What follows belongs to an exercise in optimizing a design on an open flow for small area, a short achievable clock period and few clock cycles per item; a production flow would make more cautious choices.
No run shown here included a check of the RTL's function; only the layout flow was run.
No activity file was given, so power comes from the tool's default toggle rates.

## flow/design.v (module list and top-level ports; edited modules follow where they fit)
// module alu_core: 836 lines
// module alu_fa: 4 lines
// module alu_ha: 4 lines
// module alu_booth: 16 lines
// module alu_arbiter: 93 lines
// module alu_ready: 10 lines
module alu_arbiter
#(
  parameter int WIDTH   = 32,
  parameter int MUL_LAT = 3
) (
  input  logic             clk,
  input  logic             rst_n,
  input  logic             req0_valid,
  output logic             req0_ready,
  input  logic [2:0]       req0_op,
  input  logic [WIDTH-1:0] req0_a,
  input  logic [WIDTH-1:0] req0_b,
  input  logic             req1_valid,
  output logic             req1_ready,
  input  logic [2:0]       req1_op,
  input  logic [WIDTH-1:0] req1_a,
  input  logic [WIDTH-1:0] req1_b,
  output logic             resp_valid,
  input  logic             resp_ready,
  output logic             resp_id,
  output logic [WIDTH-1:0] resp_data,
  output logic             resp_zero,
  output logic             resp_neg
);
  // ...
==> flow/flow/run.sh <==
#!/bin/bash
# Layout: the standard ORFS flow (standard.sh), unchanged except for
# make-variable settings: a larger setup repair target (the SDC, clock period
# and I/O delays are untouched), plain buffers on the ports, and clock tree
# synthesis without dummy loads.
set -euo pipefail
bash standard.sh \
  SETUP_SLACK_MARGIN=6.9 \
  "BUFFER_PORTS_ARGS=-buffer_cell sky130_fd_sc_hd__buf_1" \
  "CTS_ARGS=-sink_clustering_enable -repair_clock_nets -dont_use_dummy_load" \
  finish > standard_flow.log 2>&1
==> flow/standard.sh <==
#!/bin/bash
# synth_recipe.tcl (not shown) runs the flow's synth.tcl, then flattens the netlist and writes it again
# the make line also repeats each setting of config.mk as NAME=value (left out here)
make -C /OpenROAD-flow-scripts/flow DESIGN_CONFIG=/design/flow/config.mk WORK_HOME=/design/flow/orfs CLKGATE_MAP_FILE= SYNTH_SCRIPT=/design/flow/synth_recipe.tcl "${@:-finish}"
==> flow/config.mk <==
export PLATFORM = sky130hd
export DESIGN_NAME = alu_arbiter
export DESIGN_NICKNAME = alu_arbiter
export VERILOG_FILES = /design/flow/design.v
export SDC_FILE = /design/flow/constraint.sdc
export NUM_CORES = 4
export LEC_CHECK = 0
export CAP_MARGIN = 20
export CORE_MARGIN = 2
export CORE_UTILIZATION = 55
export PLACE_DENSITY = 0.7
export SLEW_MARGIN = 20
export SYNTH_HIERARCHICAL = 1
export SYNTH_MINIMUM_KEEP_SIZE = 0
==> flow/constraint.sdc <==
create_clock -name core_clock -period 12.5 [get_ports {clk}]
set_input_delay 2.5000 -clock core_clock [delete_from_list [all_inputs] [get_ports {clk}]]
set_output_delay 2.5000 -clock core_clock [all_outputs]
set_load 0.01 [all_outputs]
==> run summary, run 1 <==
# Post-CTS Setup Buffers 1; power consumption 5.013 mW; share of the synthesized area in the top cell type 25.46%; Setup crit end kind register; worst path arrival time 5.69 ns; Comb power frac 76.2%; static leakage 7.369 nW; yosys warns 8; Crit-path slowest cell fa_2; vias in the first global route 14.31k; DRT Wirelength around 55,000 um; Tmin final 5.538 ns; Initial Util 56.26%; seq pwr 0.763 mW; # nets final 2,215; critical path depth in cells 17; Detailed Route Iter0 Violations 1,519; final max-slew violation count 0; Layout Cells excl Fill between 2k and 2.5k; core area 0.03172 mm^2; GR Util All Layers about a third; XOR/XNOR share of the synthesized area 14.28%; wire per inst around 25 um; CTS clk-pin slew, worst paths 0.06 ns; root buffer cell clkbuf_16; DRC 0; buffering overhead between 6 and 7%; slew margin rel. between 20% and 30%; worst slew pin tran 1.053 ns; CTS resizes 40; TritonCTS clock tree done; clock-cell share of area 2.210%; Max-area cell class multi-input combinational cells; Flop pwr share between 10% and 20%; Setup TNS Final 0 ns; Synth area leader fa_1; num rows 65; outcome no timing/DRC/antenna violations; Highest Signal Layer met4; first-pass GRT wire length about 84,000 um
==> run 2, diff against run 1 <==
--- a/flow/design.v
+++ b/flow/design.v
@@ -770,86 +770,284 @@
   wire s463, c464;
   alu_fa u_s463 (.a(s340), .b(c399), .c(s400), .s(s463), .co(c464));
   wire s465, c466;
   alu_fa u_s465 (.a(s344), .b(c401), .c(s402), .s(s465), .co(c466));
   wire s467, c468;
   alu_fa u_s467 (.a(s348), .b(c403), .c(s404), .s(s467), .co(c468));
   wire s469;
   alu_fa u_s469 (.a(s351), .b(c405), .c(s406), .s(s469), .co());
-  logic [31:0] ms, mc, s;
+  logic [31:0] s;
   logic flag;
-  assign ms[0] = s407;
-  assign mc[0] = pp_0_0;
-  assign ms[1] = c408;
-  assign mc[1] = s409;
-  assign ms[2] = c410;
-  assign mc[2] = s411;
-  assign ms[3] = c412;
-  assign mc[3] = s413;
-  assign ms[4] = c414;
-  assign mc[4] = s415;
-  assign ms[5] = c416;
-  assign mc[5] = s417;
-  assign ms[6] = c418;
-  assign mc[6] = s419;
-  assign ms[7] = c420;
-  assign mc[7] = s421;
-  assign ms[8] = c422;
-  assign mc[8] = s423;
-  assign ms[9] = c424;
-  assign mc[9] = s425;
-  assign ms[10] = c426;
-  assign mc[10] = s427;
-  assign ms[11] = c428;
-  assign mc[11] = s429;
-  assign ms[12] = c430;
-  assign mc[12] = s431;
-  assign ms[13] = c432;
-  assign mc[13] = s433;
-  assign ms[14] = c434;
-  assign mc[14] = s435;
-  assign ms[15] = c436;
-  assign mc[15] = s437;
-  assign ms[16] = c438;
-  assign mc[16] = s439;
-  assign ms[17] = c440;
-  assign mc[17] = s441;
-  assign ms[18] = c442;
-  assign mc[18] = s443;
-  assign ms[19] = c444;
-  assign mc[19] = s445;
-  assign ms[20] = c446;
-  assign mc[20] = s447;
-  assign ms[21] = c448;
-  assign mc[21] = s449;
-  assign ms[22] = c450;
-  assign mc[22] = s451;
-  assign ms[23] = c452;
-  assign mc[23] = s453;
-  assign ms[24] = c454;
-  assign mc[24] = s455;
-  assign ms[25] = c456;
-  assign mc[25] = s457;
-  assign ms[26] = c458;
-  assign mc[26] = s459;
-  assign ms[27] = c460;
-  assign mc[27] = s461;
-  assign ms[28] = c462;
-  assign mc[28] = s463;
-  assign ms[29] = c464;
-  assign mc[29] = s465;
-  assign ms[30] = c466;
-  assign mc[30] = s467;
-  assign ms[31] = c468;
-  assign mc[31] = s469;
-  assign s = ms + mc;
+  wire p0, g0;
+  alu_ha u_pg0 (.a(s407), .b(pp_0_0), .s(p0), .co(g0));
+  wire p1, g1;
+  alu_ha u_pg1 (.a(c408), .b(s409), .s(p1), .co(g1));
+  wire p2, g2;
+  alu_ha u_pg2 (.a(c410), .b(s411), .s(p2), .co(g2));
+  wire p3, g3;
+  alu_ha u_pg3 (.a(c412), .b(s413), .s(p3), .co(g3));
+  wire p4, g4;
+  alu_ha u_pg4 (.a(c414), .b(s415), .s(p4), .co(g4));
+  wire p5, g5;
+  alu_ha u_pg5 (.a(c416), .b(s417), .s(p5), .co(g5));
+  wire p6, g6;
+  alu_ha u_pg6 (.a(c418), .b(s419), .s(p6), .co(g6));
+  wire p7, g7;
+  alu_ha u_pg7 (.a(c420), .b(s421), .s(p7), .co(g7));
+  wire p8, g8;
+  alu_ha u_pg8 (.a(c422), .b(s423), .s(p8), .co(g8));
+  wire p9, g9;
+  alu_ha u_pg9 (.a(c424), .b(s425), .s(p9), .co(g9));
+  wire p10, g10;
+  alu_ha u_pg10 (.a(c426), .b(s427), .s(p10), .co(g10));
+  wire p11, g11;
+  alu_ha u_pg11 (.a(c428), .b(s429), .s(p11), .co(g11));
+  wire p12, g12;
+  alu_ha u_pg12 (.a(c430), .b(s431), .s(p12), .co(g12));
+  wire p13, g13;
+  alu_ha u_pg13 (.a(c432), .b(s433), .s(p13), .co(g13));
+  wire p14, g14;
+  alu_ha u_pg14 (.a(c434), .b(s435), .s(p14), .co(g14));
+  wire p15, g15;
+  alu_ha u_pg15 (.a(c436), .b(s437), .s(p15), .co(g15));
+  wire p16, g16;
+  alu_ha u_pg16 (.a(c438), .b(s439), .s(p16), .co(g16));
+  wire p17, g17;
+  alu_ha u_pg17 (.a(c440), .b(s441), .s(p17), .co(g17));
+  wire p18, g18;
+  alu_ha u_pg18 (.a(c442), .b(s443), .s(p18), .co(g18));
+  wire p19, g19;
+  alu_ha u_pg19 (.a(c444), .b(s445), .s(p19), .co(g19));
+  wire p20, g20;
+  alu_ha u_pg20 (.a(c446), .b(s447), .s(p20), .co(g20));
+  wire p21, g21;
+  alu_ha u_pg21 (.a(c448), .b(s449), .s(p21), .co(g21));
+  wire p22, g22;
+  alu_ha u_pg22 (.a(c450), .b(s451), .s(p22), .co(g22));
+  wire p23, g23;
+  alu_ha u_pg23 (.a(c452), .b(s453), .s(p23), .co(g23));
+  wire p24, g24;
+  alu_ha u_pg24 (.a(c454), .b(s455), .s(p24), .co(g24));
+  wire p25, g25;
+  alu_ha u_pg25 (.a(c456), .b(s457), .s(p25), .co(g25));
+  wire p26, g26;
+  alu_ha u_pg26 (.a(c458), .b(s459), .s(p26), .co(g26));
+  wire p27, g27;
+  alu_ha u_pg27 (.a(c460), .b(s461), .s(p27), .co(g27));
+  wire p28, g28;
+  alu_ha u_pg28 (.a(c462), .b(s463), .s(p28), .co(g28));
+  wire p29, g29;
+  alu_ha u_pg29 (.a(c464), .b(s465), .s(p29), .co(g29));
+  wire p30, g30;
+  alu_ha u_pg30 (.a(c466), .b(s467), .s(p30), .co(g30));
+  wire p31, g31;
+  alu_ha u_pg31 (.a(c468), .b(s469), .s(p31), .co(g31));
+  wire pfx1;
+  alu_g u_pfx1 (.gh(g1), .ph(p1), .gl(g0), .g(pfx1));
+  wire pfx2, pfx2p;
+  alu_gp u_pfx2 (.gh(g3), .ph(p3), .gl(g2), .pl(p2), .g(pfx2), .p(pfx2p));
+  wire pfx3, pfx3p;
+  alu_gp u_pfx3 (.gh(g5), .ph(p5), .gl(g4), .pl(p4), .g(pfx3), .p(pfx3p));
+  wire pfx4, pfx4p;
+  alu_gp u_pfx4 (.gh(g7), .ph(p7), .gl(g6), .pl(p6), .g(pfx4), .p(pfx4p));
+  wire pfx5, pfx5p;
+  alu_gp u_pfx5 (.gh(g9), .ph(p9), .gl(g8), .pl(p8), .g(pfx5), .p(pfx5p));
+  wire pfx6, pfx6p;
+  alu_gp u_pfx6 (.gh(g11), .ph(p11), .gl(g10), .pl(p10), .g(pfx6), .p(pfx6p));
+  wire pfx7, pfx7p;
+  alu_gp u_pfx7 (.gh(g13), .ph(p13), .gl(g12), .pl(p12), .g(pfx7), .p(pfx7p));
+  wire pfx8, pfx8p;
+  alu_gp u_pfx8 (.gh(g15), .ph(p15), .gl(g14), .pl(p14), .g(pfx8), .p(pfx8p));
+  wire pfx9, pfx9p;
+  alu_gp u_pfx9 (.gh(g17), .ph(p17), .gl(g16), .pl(p16), .g(pfx9), .p(pfx9p));
+  wire pfx10, pfx10p;
+  alu_gp u_pfx10 (.gh(g19), .ph(p19), .gl(g18), .pl(p18), .g(pfx10), .p(pfx10p));
+  wire pfx11, pfx11p;
+  alu_gp u_pfx11 (.gh(g21), .ph(p21), .gl(g20), .pl(p20), .g(pfx11), .p(pfx11p));
+  wire pfx12, pfx12p;
+  alu_gp u_pfx12 (.gh(g23), .ph(p23), .gl(g22), .pl(p22), .g(pfx12), .p(pfx12p));
+  wire pfx13, pfx13p;
+  alu_gp u_pfx13 (.gh(g25), .ph(p25), .gl(g24), .pl(p24), .g(pfx13), .p(pfx13p));
+  wire pfx14, pfx14p;
+  alu_gp u_pfx14 (.gh(g27), .ph(p27), .gl(g26), .pl(p26), .g(pfx14), .p(pfx14p));
+  wire pfx15, pfx15p;
+  alu_gp u_pfx15 (.gh(g29), .ph(p29), .gl(g28), .pl(p28), .g(pfx15), .p(pfx15p));
+  wire pfx16, pfx16p;
+  alu_gp u_pfx16 (.gh(g31), .ph(p31), .gl(g30), .pl(p30), .g(pfx16), .p(pfx16p));
+  wire pfx17;
+  alu_g u_pfx17 (.gh(g2), .ph(p2), .gl(pfx1), .g(pfx17));
+  wire pfx18;
+  alu_g u_pfx18 (.gh(pfx2), .ph(pfx2p), .gl(pfx1), .g(pfx18));
+  wire pfx19, pfx19p;
+  alu_gp u_pfx19 (.gh(g6), .ph(p6), .gl(pfx3), .pl(pfx3p), .g(pfx19), .p(pfx19p));
+  wire pfx20, pfx20p;
+  alu_gp u_pfx20 (.gh(pfx4), .ph(pfx4p), .gl(pfx3), .pl(pfx3p), .g(pfx20), .p(pfx20p));
+  wire pfx21, pfx21p;
+  alu_gp u_pfx21 (.gh(g10), .ph(p10), .gl(pfx5), .pl(pfx5p), .g(pfx21), .p(pfx21p));
+  wire pfx22, pfx22p;
+  alu_gp u_pfx22 (.gh(pfx6), .ph(pfx6p), .gl(pfx5), .pl(pfx5p), .g(pfx22), .p(pfx22p));
+  wire pfx23, pfx23p;
+  alu_gp u_pfx23 (.gh(g14), .ph(p14), .gl(pfx7), .pl(pfx7p), .g(pfx23), .p(pfx23p));
+  wire pfx24, pfx24p;
+  alu_gp u_pfx24 (.gh(pfx8), .ph(pfx8p), .gl(pfx7), .pl(pfx7p), .g(pfx24), .p(pfx24p));
+  wire pfx25, pfx25p;
+  alu_gp u_pfx25 (.gh(g18), .ph(p18), .gl(pfx9), .pl(pfx9p), .g(pfx25), .p(pfx25p));
+  wire pfx26, pfx26p;
+  alu_gp u_pfx26 (.gh(pfx10), .ph(pfx10p), .gl(pfx9), .pl(pfx9p), .g(pfx26), .p(pfx26p));
+  wire pfx27, pfx27p;
+  alu_gp u_pfx27 (.gh(g22), .ph(p22), .gl(pfx11), .pl(pfx11p), .g(pfx27), .p(pfx27p));
+  wire pfx28, pfx28p;
+  alu_gp u_pfx28 (.gh(pfx12), .ph(pfx12p), .gl(pfx11), .pl(pfx11p), .g(pfx28), .p(pfx28p));
+  wire pfx29, pfx29p;
+  alu_gp u_pfx29 (.gh(g26), .ph(p26), .gl(pfx13), .pl(pfx13p), .g(pfx29), .p(pfx29p));
+  wire pfx30, pfx30p;
+  alu_gp u_pfx30 (.gh(pfx14), .ph(pfx14p), .gl(pfx13), .pl(pfx13p), .g(pfx30), .p(pfx30p));
+  wire pfx31, pfx31p;
+  alu_gp u_pfx31 (.gh(g30), .ph(p30), .gl(pfx15), .pl(pfx15p), .g(pfx31), .p(pfx31p));
+  wire pfx32, pfx32p;
+  alu_gp u_pfx32 (.gh(pfx16), .ph(pfx16p), .gl(pfx15), .pl(pfx15p), .g(pfx32), .p(pfx32p));
+  wire pfx33;
+  alu_g u_pfx33 (.gh(g4), .ph(p4), .gl(pfx18), .g(pfx33));
+  wire pfx34;
+  alu_g u_pfx34 (.gh(pfx3), .ph(pfx3p), .gl(pfx18), .g(pfx34));
+  wire pfx35;
+  alu_g u_pfx35 (.gh(pfx19), .ph(pfx19p), .gl(pfx18), .g(pfx35));
+  wire pfx36;
+  alu_g u_pfx36 (.gh(pfx20), .ph(pfx20p), .gl(pfx18), .g(pfx36));
+  wire pfx37, pfx37p;
+  alu_gp u_pfx37 (.gh(g12), .ph(p12), .gl(pfx22), .pl(pfx22p), .g(pfx37), .p(pfx37p));
+  wire pfx38, pfx38p;
+  alu_gp u_pfx38 (.gh(pfx7), .ph(pfx7p), .gl(pfx22), .pl(pfx22p), .g(pfx38), .p(pfx38p));
+  wire pfx39, pfx39p;
+  alu_gp u_pfx39 (.gh(pfx23), .ph(pfx23p), .gl(pfx22), .pl(pfx22p), .g(pfx39), .p(pfx39p));
+  wire pfx40, pfx40p;
+  alu_gp u_pfx40 (.gh(pfx24), .ph(pfx24p), .gl(pfx22), .pl(pfx22p), .g(pfx40), .p(pfx40p));
+  wire pfx41, pfx41p;
+  alu_gp u_pfx41 (.gh(g20), .ph(p20), .gl(pfx26), .pl(pfx26p), .g(pfx41), .p(pfx41p));
+  wire pfx42, pfx42p;
+  alu_gp u_pfx42 (.gh(pfx11), .ph(pfx11p), .gl(pfx26), .pl(pfx26p), .g(pfx42), .p(pfx42p));
+  wire pfx43, pfx43p;
+  alu_gp u_pfx43 (.gh(pfx27), .ph(pfx27p), .gl(pfx26), .pl(pfx26p), .g(pfx43), .p(pfx43p));
+  wire pfx44, pfx44p;
+  alu_gp u_pfx44 (.gh(pfx28), .ph(pfx28p), .gl(pfx26), .pl(pfx26p), .g(pfx44), .p(pfx44p));
+  wire pfx45, pfx45p;
+  alu_gp u_pfx45 (.gh(g28), .ph(p28), .gl(pfx30), .pl(pfx30p), .g(pfx45), .p(pfx45p));
+  wire pfx46, pfx46p;
+  alu_gp u_pfx46 (.gh(pfx15), .ph(pfx15p), .gl(pfx30), .pl(pfx30p), .g(pfx46), .p(pfx46p));
+  wire pfx47, pfx47p;
+  alu_gp u_pfx47 (.gh(pfx31), .ph(pfx31p), .gl(pfx30), .pl(pfx30p), .g(pfx47), .p(pfx47p));
+  wire pfx48, pfx48p;
+  alu_gp u_pfx48 (.gh(pfx32), .ph(pfx32p), .gl(pfx30), .pl(pfx30p), .g(pfx48), .p(pfx48p));
+  wire pfx49;
+  alu_g u_pfx49 (.gh(g8), .ph(p8), .gl(pfx36), .g(pfx49));
+  wire pfx50;
+  alu_g u_pfx50 (.gh(pfx5), .ph(pfx5p), .gl(pfx36), .g(pfx50));
+  wire pfx51;
+  alu_g u_pfx51 (.gh(pfx21), .ph(pfx21p), .gl(pfx36), .g(pfx51));
+  wire pfx52;
+  alu_g u_pfx52 (.gh(pfx22), .ph(pfx22p), .gl(pfx36), .g(pfx52));
+  wire pfx53;
+  alu_g u_pfx53 (.gh(pfx37), .ph(pfx37p), .gl(pfx36), .g(pfx53));
+  wire pfx54;
+  alu_g u_pfx54 (.gh(pfx38), .ph(pfx38p), .gl(pfx36), .g(pfx54));
+  wire pfx55;
+  alu_g u_pfx55 (.gh(pfx39), .ph(pfx39p), .gl(pfx36), .g(pfx55));
+  wire pfx56;
+  alu_g u_pfx56 (.gh(pfx40), .ph(pfx40p), .gl(pfx36), .g(pfx56));
+  wire pfx57, pfx57p;
+  alu_gp u_pfx57 (.gh(g24), .ph(p24), .gl(pfx44), .pl(pfx44p), .g(pfx57), .p(pfx57p));
+  wire pfx58, pfx58p;
+  alu_gp u_pfx58 (.gh(pfx13), .ph(pfx13p), .gl(pfx44), .pl(pfx44p), .g(pfx58), .p(pfx58p));
+  wire pfx59, pfx59p;
+  alu_gp u_pfx59 (.gh(pfx29), .ph(pfx29p), .gl(pfx44), .pl(pfx44p), .g(pfx59), .p(pfx59p));
+  wire pfx60, pfx60p;
+  alu_gp u_pfx60 (.gh(pfx30), .ph(pfx30p), .gl(pfx44), .pl(pfx44p), .g(pfx60), .p(pfx60p));
+  wire pfx61, pfx61p;
+  alu_gp u_pfx61 (.gh(pfx45), .ph(pfx45p), .gl(pfx44), .pl(pfx44p), .g(pfx61), .p(pfx61p));
+  wire pfx62, pfx62p;
+  alu_gp u_pfx62 (.gh(pfx46), .ph(pfx46p), .gl(pfx44), .pl(pfx44p), .g(pfx62), .p(pfx62p));
+  wire pfx63, pfx63p;
+  alu_gp u_pfx63 (.gh(pfx47), .ph(pfx47p), .gl(pfx44), .pl(pfx44p), .g(pfx63), .p(pfx63p));
+  wire pfx64, pfx64p;
+  alu_gp u_pfx64 (.gh(pfx48), .ph(pfx48p), .gl(pfx44), .pl(pfx44p), .g(pfx64), .p(pfx64p));
+  wire pfx65;
+  alu_g u_pfx65 (.gh(g16), .ph(p16), .gl(pfx56), .g(pfx65));
+  wire pfx66;
+  alu_g u_pfx66 (.gh(pfx9), .ph(pfx9p), .gl(pfx56), .g(pfx66));
+  wire pfx67;
+  alu_g u_pfx67 (.gh(pfx25), .ph(pfx25p), .gl(pfx56), .g(pfx67));
+  wire pfx68;
+  alu_g u_pfx68 (.gh(pfx26), .ph(pfx26p), .gl(pfx56), .g(pfx68));
+  wire pfx69;
+  alu_g u_pfx69 (.gh(pfx41), .ph(pfx41p), .gl(pfx56), .g(pfx69));
+  wire pfx70;
+  alu_g u_pfx70 (.gh(pfx42), .ph(pfx42p), .gl(pfx56), .g(pfx70));
+  wire pfx71;
+  alu_g u_pfx71 (.gh(pfx43), .ph(pfx43p), .gl(pfx56), .g(pfx71));
+  wire pfx72;
+  alu_g u_pfx72 (.gh(pfx44), .ph(pfx44p), .gl(pfx56), .g(pfx72));
+  wire pfx73;
+  alu_g u_pfx73 (.gh(pfx57), .ph(pfx57p), .gl(pfx56), .g(pfx73));
+  wire pfx74;
+  alu_g u_pfx74 (.gh(pfx58), .ph(pfx58p), .gl(pfx56), .g(pfx74));
+  wire pfx75;
+  alu_g u_pfx75 (.gh(pfx59), .ph(pfx59p), .gl(pfx56), .g(pfx75));
+  wire pfx76;
+  alu_g u_pfx76 (.gh(pfx60), .ph(pfx60p), .gl(pfx56), .g(pfx76));
+  wire pfx77;
+  alu_g u_pfx77 (.gh(pfx61), .ph(pfx61p), .gl(pfx56), .g(pfx77));
+  wire pfx78;
+  alu_g u_pfx78 (.gh(pfx62), .ph(pfx62p), .gl(pfx56), .g(pfx78));
+  wire pfx79;
+  alu_g u_pfx79 (.gh(pfx63), .ph(pfx63p), .gl(pfx56), .g(pfx79));
+  wire pfx80;
+  alu_g u_pfx80 (.gh(pfx64), .ph(pfx64p), .gl(pfx56), .g(pfx80));
+  assign s[0] = p0;
+  assign s[1] = p1 ^ g0;
+  assign s[2] = p2 ^ pfx1;
+  assign s[3] = p3 ^ pfx17;
+  assign s[4] = p4 ^ pfx18;
+  assign s[5] = p5 ^ pfx33;
+  assign s[6] = p6 ^ pfx34;
+  assign s[7] = p7 ^ pfx35;
+  assign s[8] = p8 ^ pfx36;
+  assign s[9] = p9 ^ pfx49;
+  assign s[10] = p10 ^ pfx50;
+  assign s[11] = p11 ^ pfx51;
+  assign s[12] = p12 ^ pfx52;
+  assign s[13] = p13 ^ pfx53;
+  assign s[14] = p14 ^ pfx54;
+  assign s[15] = p15 ^ pfx55;
+  assign s[16] = p16 ^ pfx56;
+  assign s[17] = p17 ^ pfx65;
+  assign s[18] = p18 ^ pfx66;
+  assign s[19] = p19 ^ pfx67;
+  assign s[20] = p20 ^ pfx68;
+  assign s[21] = p21 ^ pfx69;
+  assign s[22] = p22 ^ pfx70;
+  assign s[23] = p23 ^ pfx71;
+  assign s[24] = p24 ^ pfx72;
+  assign s[25] = p25 ^ pfx73;
+  assign s[26] = p26 ^ pfx74;
+  assign s[27] = p27 ^ pfx75;
+  assign s[28] = p28 ^ pfx76;
+  assign s[29] = p29 ^ pfx77;
+  assign s[30] = p30 ^ pfx78;
+  assign s[31] = p31 ^ pfx79;
   assign flag = (a[31] ~^ by[31]) ? a[31] : s[31];
   assign y = f ? {31'b0, flag} : s;
 endmodule
+module alu_g (input logic gh, ph, gl, output logic g);
+  assign g = gh | (ph & gl);
+endmodule
+module alu_gp (input logic gh, ph, gl, pl, output logic g, p);
+  assign g = gh | (ph & gl);
+  assign p = ph & pl;
+endmodule
 module alu_fa (input logic a, b, c, output logic s, co);
   assign s  = a ^ b ^ c;
   assign co = (a & b) | (a & c) | (b & c);
 endmodule
 module alu_ha (input logic a, b, output logic s, co);
   assign s  = a ^ b;
   assign co = a & b;
 endmodule
==> flow/config.mk (replaced) <==
export PLATFORM = sky130hd
export DESIGN_NAME = alu_arbiter
export DESIGN_NICKNAME = alu_arbiter
export VERILOG_FILES = /design/flow/design.v
export SDC_FILE = /design/flow/constraint.sdc
export NUM_CORES = 4
export LEC_CHECK = 0
export CAP_MARGIN = 20
export CORE_MARGIN = 2
export CORE_UTILIZATION = 65
export PLACE_DENSITY = 0.75
export SLEW_MARGIN = 20
export SYNTH_HIERARCHICAL = 1
export SYNTH_MINIMUM_KEEP_SIZE = 0
==> run summary, run 2 <==
Tmin final 5.526 ns (was 5.538 ns); GRT overflow 0 (unchanged); delay-heaviest family, CP adder cells (unchanged); Synth Register Bits 152 (unchanged); pwr dens 229.1 mW/mm^2 (was 260.4 mW/mm^2); crit-path most repeated cell fa_1 (was fa_2); clock share of power 9.7% (was 8.6%); WP buf/inv 1 (unchanged); post-detail-place hpwl 37,840 um (was 40,600 um); Top Ports 177 (unchanged); Initial Util 66.27% (was 56.26%); area of the multi-input gates 0.01382 mm^2 (was 0.01360 mm^2); GR Util All Layers 34.56% (was 32.73%); wire per inst 25.20 um (was 24.96 um); Post-synth EDFFs 33 (unchanged); # nets final 2,155 (was 2,215); TritonCTS clock tree done (unchanged); Max Cap Viol 0 (unchanged); largest stage delay on the critical path 0.57 ns (was 0.54 ns); top_reg_cell synth dfxtp_1 (unchanged); largest net degree at the start of global routing 63 (was 61); core area 0.02793 mm^2 (was 0.03172 mm^2); DRT Wirelength 53,380 um (was 54,970 um); antenna-violating nets left 0 (unchanged); worst skew pair latency 0.43 ns (was 0.44 ns); CTS clk-pin slew, worst paths 0.07 ns (was 0.06 ns); P_int 2.511 mW (was 2.553 mW); proportion of layout cells with a drive suffix above 1 14.83% (was 9.278%); Register Area 0.003453 mm^2 (was 0.003443 mm^2); Hold WC Path Type reg2reg (unchanged); CTS Buf Count 17 (unchanged); Comb power frac 72.8% (was 76.2%); Fin. Hold Viols 0 (unchanged); Flop pwr share 17.5% (was 15.2%); die height 172.8 um (was 184.1 um); skew final 0.01817 ns (was 0.01893 ns); Die ar. 0.02984 mm^2 (was 0.03390 mm^2); share of the synthesized area in the top cell type 24.44% (was 25.46%); yosys warns 8 (unchanged); Critical Path RT 12.67 ns (was 12.65 ns); outcome no timing/DRC/antenna violations (unchanged); Crit-path slowest cell fa_1 (was fa_2); FMAX 0.1810 GHz (was 0.1806 GHz); Peak supply drop 0.2315 mV (was 0.2560 mV); final period utilization 44.20% (was 44.30%); CTS max path bufs 2 (unchanged); Placer Congestion 0.9307 (was 0.8996); most frequent cells in the layout 285 x xnor2_1, 224 x fa_1, 174 x buf_1 (was 266 x xnor2_1, 252 x a22oi_1, 222 x fa_1); CTS sink count 152 (unchanged); slew margin rel. 28.28% (was 29.50%); DRC 0 (unchanged); first-pass GRT wire length 80,650 um (was 84,030 um); crit-path cells buf_12, a22oi_1, xnor2_1, fa_1, fa_1, fa_1, fa_1, fa_1, fa_1, ha_4, and2_1, and2_1, and2_1, and2_1, a21o_1, xor2_1, a21oi_1, o22ai_1 (was buf_12, a22oi_2, xnor2_1, fa_2, fa_1, fa_1, fa_2, fa_2, fa_2, ha_4, a21o_1, a211o_1, a21oi_2, a31oi_1, a31oi_1, xnor2_1, a31oi_1); via/cell ratio 6.682 (was 6.578); Worst Setup Start Kind register (unchanged); vias in the first global route 13.98k (was 14.31k); CP Class reg2reg (unchanged); unrepaired setup endpoints after global routing yes (unchanged); syn nets 2,096 (was 2,164); FILL cells 2,109 (was 2,686); sequential fraction of the synthesis area 18.36% (was 19.05%); diodes inserted 0 (unchanged); initial antenna violation count 0 (unchanged); Detailed Route Iter0 Violations 1,722 (was 1,519); num rows 61 (was 65); TritonRoute pass-1 iters 6 (was 8); Cells after Synth 1,683 (was 1,751); H-tree Lvls 4 (unchanged); Setup crit end kind register (unchanged); Top Registers a_q: 32 flops, by_q: 32 flops, resp_data: 32 flops (unchanged); synth top area cells fa_1 24%, xnor2_1 14%, dfxtp_1 12% (was fa_1 25%, xnor2_1 13%, dfxtp_1 13%); power consumption 4.469 mW (was 5.013 mW); Synth area leader fa_1 (unchanged); Mean Syn Cell Area 11.00 um^2 (was 10.19 um^2); Mapped Area 0.01851 mm^2 (was 0.01785 mm^2); most frequent cell after synthesis xnor2_1 (unchanged); Setup TNS Final 0 ns (unchanged); worst slew pin tran 1.071 ns (was 1.053 ns); final setup fails 0 (unchanged); crit-path max FO 16 (was 30); chip width 172.8 um (was 184.1 um); worst path arrival time 5.70 ns (was 5.69 ns); static leakage 7.823 nW (was 7.369 nW); list of most frequent post-synthesis cells 286 x xnor2_1, 226 x fa_1, 159 x a22oi_1 (was 267 x xnor2_1, 257 x a22oi_1, 227 x fa_1); Unique masters post-synth 64 (was 80); root buffer cell clkbuf_16 (unchanged); Sw Pwr 1.958 mW (was 2.460 mW); final max-slew violation count 0 (unchanged); input/output buffers 176 (unchanged); most common cell after layout, fill and taps aside xnor2_1 (unchanged); DR vias 14.15k (was 14.48k); Switching Fraction 43.81% (was 49.07%); Post-CTS Hold Fix Bufs 0 (unchanged); Layout area overhead 5.387% (was 7.860%); Async S/R FF share, synth 3.289% (unchanged)
-- run 2: cell types whose count changed in the layout (fill, tap and decap cells not counted), sizes merged, moves of 9 or more --
cell,delta
a21o,+65
and2,+43
a21oi,-29
nand2,-28
xnor2,+19
o21ai,-18
nor3,-10
a31oi,-9
inv,-9
nand3,-9
-- run 2: power groups by stage --
| stage | clock network [mW] | registers [mW] | logic (mW) |
|---|---|---|---|
| 3_5_place_dp | 0 | 0.788 | 3.14 |
| 6_report | 0.432 | 0.782 | 3.25 |
| 3_3_place_gp | 0 | 0.785 | 3.03 |
| 4_1_cts | 0.428 | 0.778 | 3.16 |
| 5_1_grt | 0.449 | 0.791 | 3.59 |
| 2_1_floorplan | 0 | 0.777 | 2.42 |
-- run 2: path summary, 6_finish.rpt --
path | startpoint | to | slack [ns] | cells past startpoint
min | cap0$_DFF_PN0_ | last_grant$_DFFE_PN1P_ | 0.50 | 1
max in group asynchronous | rst_n | last_grant$_DFFE_PN1P_ | 10.35 | 1
max reg2reg | one_q[0]$_DFF_P_ | resp_data[0]$_DFFE_PP_ | 6.97 | 18
min in group asynchronous | rst_n | cap1$_DFF_PN0_ | 1.89 | 1
min reg2reg | cap0$_DFF_PN0_ | last_grant$_DFFE_PN1P_ | 0.50 | 1
max | one_q[0]$_DFF_P_ | resp_data[0]$_DFFE_PP_ | 6.97 | 18
-- run 2: cell families (layout without fill, tap and decap cells) --
| family | Yosys count | after routing | synth area share, % |
|---|---|---|---|
| xor gates and xnor gates | 302 | 302 | 14.29 |
| buffers and inverters | 191 | 248 | 7.327 |
| and+or+nand+nor | 197 | 197 | 5.792 |
| AOI/OAI and AO/OA | 486 | 486 | 21.87 |
| DFF | 152 | 152 | 18.36 |
| adders and majority gates | 274 | 274 | 27.69 |
| muxes | 81 | 81 | 4.670 |
-- run 2: per-module statistics from Yosys (local to each module, per instance), excerpt --
module     cells inside  copies in the design  flip-flops and latches  cell area, um^2
alu_ready             3                     2                       0            18.77
alu_booth            78                     1                       0            511.7
alu_gp                2                    45                       0            13.76
alu_fa                1                   226                       0            20.02
alu_core            728                     1                       0             6107
alu_g                 1                    30                       0            7.507
-- run 2: layout make-up --
cell class / instances / share of cell area [%]
clock buffer: 17 / 2.181
sequential: 152 / 17.70
timing repair buffer: 222 / 6.657
inverter: 9 / 0.1860
multi-input combinational: 1340 / 70.85
tap: 378 / 2.424
-- run 2: timing repair --
item                       CTS  global route
pin swaps                    0             6
cloned                       0             7
setup endpoints to repair    4             6
resized for setup           35            50
buffers inserted             0             1
-- run 2: through the flow --
stage | setup WS (ns) | instance area (um^2) | hold slack [ns] | instances | utilization, %
6_report | 6.974 | 19510 | 0.5036 | 2118 | 69.84
5_1_grt | 6.781 | 19510 | 0.5342 | 2118 | 69.84
4_1_cts | 6.900 | 19140 | 0.4980 | 2110 | 68.53
3_5_place_dp | 6.594 | 18630 | 0.4887 | 2093 | 66.68
3_3_place_gp | 6.701 | 18620 | 0.4754 | 2092 | 66.64
2_1_floorplan | 7.234 | 18510 | 0.4540 | 1683 | -
-- run 2: routing by layer --
layer  up-vias  track usage, %  share of wire [%]
met5         -               0                  0
met1      6955           47.70                 39
li1       6030               -                  -
met3       128           8.509                 12
met2      1040           53.45                 45
met4         0           12.08                3.3
==> run 3, diff against run 2 <==
--- a/flow/flow/run.sh
+++ b/flow/flow/run.sh
@@ -5,7 +5,7 @@
 # synthesis without dummy loads.
 set -euo pipefail
 bash standard.sh \
-  SETUP_SLACK_MARGIN=6.9 \
+  SETUP_SLACK_MARGIN=7.1 \
   "BUFFER_PORTS_ARGS=-buffer_cell sky130_fd_sc_hd__buf_1" \
   "CTS_ARGS=-sink_clustering_enable -repair_clock_nets -dont_use_dummy_load" \
   finish > standard_flow.log 2>&1
==> run summary, run 3 <==
clock share of power 9.4% (was 9.7%); via/cell ratio 6.759 (was 6.682); synth top area cells fa_1 24%, xnor2_1 14%, dfxtp_1 12% (unchanged); slew margin rel. 29.13% (was 28.28%); yosys warns 8 (unchanged); root buffer cell clkbuf_16 (unchanged); Layout area overhead 6.347% (was 5.387%); num rows 61 (unchanged); input/output buffers 176 (unchanged); worst skew pair latency 0.44 ns (was 0.43 ns); final setup fails 0 (unchanged); DRT Wirelength 53,850 um (was 53,380 um); Tmin final 5.459 ns (was 5.526 ns); CP Class in2out (was reg2reg); most frequent cells in the layout 281 x xnor2_1, 221 x fa_1, 171 x buf_1 (was 285 x xnor2_1, 224 x fa_1, 174 x buf_1); Setup crit end kind primary output (was register); chip width 172.8 um (unchanged); FILL cells 2,061 (was 2,109); Unique masters post-synth 64 (unchanged); GRT overflow 0 (unchanged); Final WS setup 7.041 ns (was 6.974 ns); TritonCTS clock tree done (unchanged); top_reg_cell synth dfxtp_1 (unchanged); wire per inst 25.43 um (was 25.20 um); static leakage 7.891 nW (was 7.823 nW); fraction of synthesized area in multiplexers 4.670% (unchanged); Post-synth EDFFs 33 (unchanged); Placer Congestion 0.9307 (unchanged); H-tree Lvls 4 (unchanged); Hold WC Path Type reg2reg (unchanged); CTS clk-pin slew, worst paths 0.07 ns (about the same); Synth Register Bits 152 (unchanged); Critical Path RT 10.00 ns (was 12.67 ns); Peak supply drop 0.2361 mV (was 0.2315 mV); DR vias 14.32k (was 14.15k); skew final 0.01894 ns (was 0.01817 ns); die height 172.8 um (unchanged); initial antenna violation count 0 (unchanged); Async S/R FF share, synth 3.289% (unchanged); worst path arrival time 2.96 ns (was 5.70 ns); Cells after Synth 1,683 (unchanged); Mapped Area 0.01851 mm^2 (unchanged); Synth area leader fa_1 (unchanged); share of the synthesized area in the top cell type 24.44% (unchanged); sequential fraction of the synthesis area 18.36% (unchanged); Detailed Route Iter0 Violations 1,635 (was 1,722); Max Cap Viol 0 (unchanged); most common cell after layout, fill and taps aside xnor2_1 (unchanged); crit-path max FO 3 (was 16); post-place setup slack 6.594 ns (unchanged); DP Area 0.01863 mm^2 (unchanged); simple-gate share of the synthesized area 5.792% (unchanged); GR Util All Layers 35.15% (was 34.56%); outcome no timing/DRC/antenna violations (unchanged); TritonRoute pass-1 iters 7 (was 6); Fin. Hold Viols 0 (unchanged); final max-slew violation count 0 (unchanged); Setup TNS Final 0 ns (unchanged); most frequent cell after synthesis xnor2_1 (unchanged); CTS Buf Count 17 (unchanged); worst hold slack 0.5013 ns (was 0.5036 ns); P_int 2.598 mW (was 2.511 mW); largest family of logic cells by synthesized area adder cells (unchanged); core area 0.02793 mm^2 (unchanged); Flop pwr share 17.0% (was 17.5%); pwr dens 233.5 mW/mm^2 (was 229.1 mW/mm^2); r2r setup slk 7.07 ns (was 6.97 ns); worst slew pin tran 1.059 ns (was 1.071 ns); Comb power frac 73.6% (was 72.8%); Top Registers a_q: 32 flops, by_q: 32 flops, resp_data: 32 flops (unchanged); post-synthesis compound-gate area fraction 21.87% (unchanged); list of most frequent post-synthesis cells 286 x xnor2_1, 226 x fa_1, 159 x a22oi_1 (unchanged); CTS sink count 152 (unchanged); DRC 0 (unchanged); diodes inserted 0 (unchanged); unrepaired setup endpoints after global routing yes (unchanged); # nets final 2,155 (unchanged); antenna-violating nets left 0 (unchanged); FMAX 0.1832 GHz (was 0.1810 GHz); post-synthesis adder-cell area fraction 27.69% (unchanged); post-detail-place hpwl 37,840 um (unchanged); CTS max path bufs 2 (unchanged); Mean Syn Cell Area 11.00 um^2 (unchanged); final period utilization 43.68% (was 44.20%); XOR/XNOR share of the synthesized area 14.29% (unchanged); Worst Setup Start Kind input port (was register); proportion of layout cells with a drive suffix above 1 15.80% (was 14.83%); Design Area, Final 0.01969 mm^2 (was 0.01951 mm^2); syn nets 2,096 (unchanged); Top Ports 177 (unchanged); Switching Fraction 43.47% (was 43.81%); Die ar. 0.02984 mm^2 (unchanged); Final Util 70.47% (was 69.84%); largest net degree at the start of global routing 63 (unchanged); Initial Util 66.27% (unchanged); Sw Pwr 1.998 mW (was 1.958 mW); first-pass GRT wire length 81,720 um (was 80,650 um); vias in the first global route 14.03k (was 13.98k)
-- run 3: power groups by stage --
stage	sequential, mW	clock [mW]	combinational [mW]
after global routing	0.791	0.448	3.71
after CTS	0.779	0.428	3.24
after global placement	0.785	0	3.03
after detailed placement	0.788	0	3.14
after floorplan	0.777	0	2.42
final	0.782	0.431	3.38
-- run 3: area by class of cell --
class	instances	area [um^2]	share of cell area (%)
repair buffers	222	1383	7.023
clock buffers	17	425.4	2.161
well taps	378	473.0	2.402
multi-input cells	1340	13900	70.61
inverters	9	36.28	0.1843
flip-flops and latches	152	3470	17.62
-- run 3: per-stage QoR --
step	instances	total power, mW
global placement	2092	3.820
CTS	2114	4.445
finish	2118	4.596
global route	2118	4.950
detailed placement	2093	3.925
floorplan	1683	3.201
-- run 3: final timing paths --
kind / startpoint / end / depth (start not counted)
max: resp_ready / req1_ready / 3
min reg2reg: cap0$_DFF_PN0_ / last_grant$_DFFE_PN1P_ / 1
min: cap0$_DFF_PN0_ / last_grant$_DFFE_PN1P_ / 1
max reg2reg: a_q[26]$_DFF_P_ / resp_data[0]$_DFFE_PP_ / 17
min in group asynchronous: rst_n / cap1$_DFF_PN0_ / 1
max in group asynchronous: rst_n / last_grant$_DFFE_PN1P_ / 1
-- run 3: Yosys stat by module, one instance, submodules excluded --
| module | cell area [um^2] | cells inside |
|---|---|---|
| alu_ready | 18.77 | 3 |
| alu_g | 7.507 | 1 |
| alu_core | 6107 | 728 |
| alu_booth | 511.7 | 78 |
| alu_ha | 12.51 | 1 |
| alu_arbiter | 5886 | 477 |
| alu_fa | 20.02 | 1 |
| alu_gp | 13.76 | 2 |
-- run 3: timing repair --
item,4_1_cts,5_1_grt
setup endpoints to repair,10,6
hold buffers,0,0
setup buffers,1,0
cloned,3,4
resized for setup,82,43
pin swaps,1,3
-- run 3: cell families after synthesis --
family,count (synthesis)
and+or+nand+nor,197
adders and majority gates,274
AOI/OAI and AO/OA,486
muxes,81
DFF,152
buffers and inverters,191
xor gates and xnor gates,302
-- run 3: worst max-delay path, cell delays in order --
cell and delay [ns]:
buf_6 0.09, o221a_1 0.22, buf_2 0.14
-- run 3: routing by layer --
metal  vias to the layer above  share of wire (%)  global-route usage (%)
met2                      1039                 45                   54.43
met4                         0                4.2                   12.78
met3                       162                 11                   8.377
li1                       6037                  -                       -
met5                         -                  0                       0
met1                      7078                 40                   48.43

-- re-timing with driven ports --
No port has a modelled driver above. Below, the same layouts with a new extraction and two added sets of constraints.
Step 1 sets driving cells, clkbuf_16 on the clock port and buf_2 on the other inputs (assumed; they add their load-dependent delay and slew).
Step 2 moves the port delays by t, midway between the first and last clock arrival at a register: inputs arrive t later, outputs are due t later. That takes back most of the time a late clock gives input paths.
a / b / c = no drivers / after step 1 / after step 2; a / b = the first two.
run | t (ns) | slack for setup (ns) | hold slack, ns
run 1 | 0.486 | 6.962 / 6.932 / 6.932 | 0.534 / 0.534 / 0.534
run 2 | 0.476 | 6.974 / 6.940 / 6.940 | 0.504 / 0.504 / 0.504
run 3 | 0.476 | 7.041 / 7.000 / 7.000 | 0.501 / 0.501 / 0.501
After both steps every run listed still meets setup and hold. The setup slack of run 3, which loses most, moves by -0.041 ns with the drivers and by -0.041 ns with both steps.
